What follows belongs to an exercise in optimizing a design on an open flow for small area, a short achievable clock period and few clock cycles; a production flow would make more cautious choices.
Function was checked by simulation only, so behaviour that the tests miss may differ from the original.
No activity file was given, so power comes from the tool's default toggle rates.

== the previous run ==
// rv_core
module rv_core #(
    parameter logic [rv_pkg::addr_w-1:0] reset_pc = '0
) (
    input  logic                      clk,
    input  logic                      rst_n,
    output logic [rv_pkg::addr_w-1:0] icache_addr,
    input  logic [31:0]               icache_rdata,
    input  logic                      icache_stall,
    output logic                      dcache_ren,
    output logic                      dcache_wen,
    output logic [rv_pkg::addr_w-1:0] dcache_addr,
    output logic [31:0]               dcache_wdata,
    input  logic [31:0]               dcache_rdata,
    input  logic                      dcache_stall
);
For scale: about 4600 cells after synthesis, ~1400 flip-flops, about 160 I/O pins, about 60000 sq um of cells after synthesis.
Settings: LEC_CHECK=0, CAP_MARGIN=20, CORE_MARGIN=2, CORE_UTILIZATION=50, CTS_CLUSTER_DIAMETER=100, CTS_CLUSTER_SIZE=25, PLACE_DENSITY=0.6, SETUP_SLACK_MARGIN=4.7, SLEW_MARGIN=20; clock period 7.5 ns.
standard.sh (not shown) runs the stock make flow with config.mk's settings and CLKGATE_MAP_FILE= SYNTH_SCRIPT=/design/flow/synth_recipe.tcl, a recipe that flattens the netlist after the stock synthesis.
==> flow/flow/run.sh <==
#!/bin/bash
# standard layout, with the port buffers and timing repair free to pick any
# buffer and drive strength (not only the same cell footprint)
set -euo pipefail
bash standard.sh MATCH_CELL_FOOTPRINT=0 "BUFFER_PORTS_ARGS=-buffer_cell sky130_fd_sc_hd__buf_2" finish > make_finish.log 2>&1
Testbench counts of the previous run, summed over its fixed seeds: cycles 14,420.
The inputs of the current run differ from those of the previous run as listed below.
-- flow/design.v --
<<< the previous run, line 31
    input  logic [4:0]  n_ra,       
    input  logic [4:0]  n_rb,
    output logic [31:0] qa,
    output logic [31:0] qb
>>> the current run, line 31
    input  logic [4:0]  n_ra,       
    input  logic [4:0]  n_rb,
    input  logic        n_xa,       
    input  logic        n_xb,
    output logic [31:0] qa,
    output logic [31:0] qb
<<< the previous run, line 55
    always_ff @(posedge clk) begin
        for (int i = 1; i < 32; i++) begin
            sa[i] <= n_ra == 5'(i) && (vld[i] || wdec[i]);
            sb[i] <= n_rb == 5'(i) && (vld[i] || wdec[i]);
        end
    end
>>> the current run, line 57
    always_ff @(posedge clk) begin
        for (int i = 1; i < 32; i++) begin
            sa[i] <= n_ra == 5'(i) && (vld[i] || wdec[i]) && !n_xa;
            sb[i] <= n_rb == 5'(i) && (vld[i] || wdec[i]) && !n_xb;
        end
    end
<<< the previous run, line 170
    end
    assign lu = d_lu && d_v;
    rv_regfile u_regfile (
        .clk, .rst_n, .we(m_wr), .wa(m_rd), .wd(m_res),
        .n_ra(lu ? rs1 : f_ins[19:15]), .n_rb(lu ? rs2 : f_ins[24:20]),
        .qa(rf_a), .qb(rf_b)
    );
    logic d_fa, d_fb, d_ba, d_bb;
    always_ff @(posedge clk) begin
        d_fa <= !lu && wr && rd == f_ins[19:15];
        d_fb <= !lu && wr && rd == f_ins[24:20];
        d_ba <= e_wr && e_rd == (lu ? rs1 : f_ins[19:15]);
        d_bb <= e_wr && e_rd == (lu ? rs2 : f_ins[24:20]);
    end
    assign qa = d_ba ? m_res : rf_a;
    assign qb = d_bb ? m_res : rf_b;
    assign fa = d_fa;
    assign fb = d_fb && is_r;
>>> the current run, line 172
    end
    assign lu = d_lu && d_v;
    logic [4:0] n_ra, n_rb;
    logic       fa_n, fb_n, ba_n, bb_n;
    assign n_ra = lu ? rs1 : f_ins[19:15];
    assign n_rb = lu ? rs2 : f_ins[24:20];
    assign fa_n = !lu && wr && rd == f_ins[19:15];
    assign fb_n = !lu && wr && rd == f_ins[24:20];
    assign ba_n = e_wr && e_rd == n_ra;
    assign bb_n = e_wr && e_rd == n_rb;
    rv_regfile u_regfile (
        .clk, .rst_n, .we(m_wr), .wa(m_rd), .wd(m_res),
        .n_ra(n_ra), .n_rb(n_rb), .n_xa(fa_n || ba_n), .n_xb(fb_n || bb_n),
        .qa(rf_a), .qb(rf_b)
    );
    logic d_fa, d_fb, d_ba, d_bb;
    always_ff @(posedge clk) begin
        d_fa <= fa_n;
        d_fb <= fb_n;
        d_ba <= ba_n && !fa_n;
        d_bb <= bb_n && !fb_n;
    end
    assign qa = rf_a | ({32{d_ba}} & m_res);
    assign qb = rf_b | ({32{d_bb}} & m_res);
    assign fa = d_fa;
    assign fb = d_fb && is_r;
<<< the previous run, line 201
    always_ff @(posedge clk) begin
        e_rd     <= rd;
        e_a      <= fa ? alu : qa;
        e_bx     <= ({32{fb && !sub}} & alu) | ({32{fb && sub}} & ~alu)
                  | ({32{!fb && is_r && !sub}} & qb) | ({32{!fb && is_r && sub}} & ~qb)
                  | ({32{!fb && !is_r}} & ({{20{imm[11]}}, imm} ^ {32{sub}}));
        e_sd     <= qb;
        e_sr1    <= (is_i && f3 == 3'b001) ? 4'b0 : 4'b1 << d_ins[21:20];
>>> the current run, line 211
    always_ff @(posedge clk) begin
        e_rd     <= rd;
        e_a      <= ({32{fa}} & alu) | qa;
        e_bx     <= ({32{fb && !sub}} & alu) | ({32{fb && sub}} & ~alu)
                  | ({32{!d_fb && is_r && !sub}} & qb) | ({32{!d_fb && is_r && sub}} & ~qb)
                  | ({32{!is_r}} & ({{20{imm[11]}}, imm} ^ {32{sub}}));
        e_sd     <= qb;
        e_sr1    <= (is_i && f3 == 3'b001) ? 4'b0 : 4'b1 << d_ins[21:20];
[summary]
- Worst-path cell with the longest stage delay: sky130_fd_sc_hd__dfxtp_2 -> the current run, sky130_fd_sc_hd__nor4_2 -> the previous run
- Changes observed in the current run relative to the previous run: pre-CTS setup slack went down 0.66 ns; average detailed-routed wire length per instance went up 4.3%.
- Going from the previous run to the current run, final clock period utilization by the worst path went down by 1.8 points; share of cell area taken by multi-input logic gates was more or less identical; shortest period the worst path allows went down by 0.13 ns; maximum clock frequency went up by about 4.4%; switching share of total power went up by 0.62 points.
- On total half-perimeter wirelength after legalization and detailed placement: the current run sits below the previous run.
- Cmp the current run and the previous run / final non-filler cell total / higher: the previous run
- The standard cells in the current run occupy less silicon area than those in the previous run do.
- Routed wire length (the current run vs. the previous run) decreases slightly
- ~same global-route usage in the current run and the previous run
- The met2 usage in global routing number comes out lower for the current run vs the previous run.
Testbench counts of the current run, summed over its fixed seeds: cycles 14,420.

[what the ideal ports hide]
The flow's constraints put no driver on any port. The routed layouts listed below were extracted and timed again, unchanged, in two steps. Step 1 (the two cells are an assumption about what drives the block):
set clk [get_ports {clk}]
set_driving_cell -lib_cell sky130_fd_sc_hd__clkbuf_16 $clk
set_driving_cell -lib_cell sky130_fd_sc_hd__buf_2 [delete_from_list [all_inputs] $clk]
Step 2 moves the port delays by t, midway between the first and last clock arrival at a register: inputs arrive t later, outputs are due t later. That takes back most of the time a late clock gives input paths. Three values: no drivers, after step 1, after step 2; two values: the first two.
| run | shift t [ns] | slack for setup (ns) | hold WS [ns] | worst setup path at the end | worst data-port slew with drivers (ns) |
|---|---|---|---|---|---|
| the previous run | 0.758 | 4.401 / 4.401 / 4.015 | 0.471 / 0.471 / 0.471 | input to register | 0.09 |
| the current run | 0.768 | 4.533 / 4.533 / 3.921 | 0.467 / 0.467 / 0.467 | input to register | 0.09 |
After both steps every run listed still meets setup and hold. The setup slack of the current run, which loses most, moves by 0.000 ns with the drivers and by -0.612 ns with both steps.
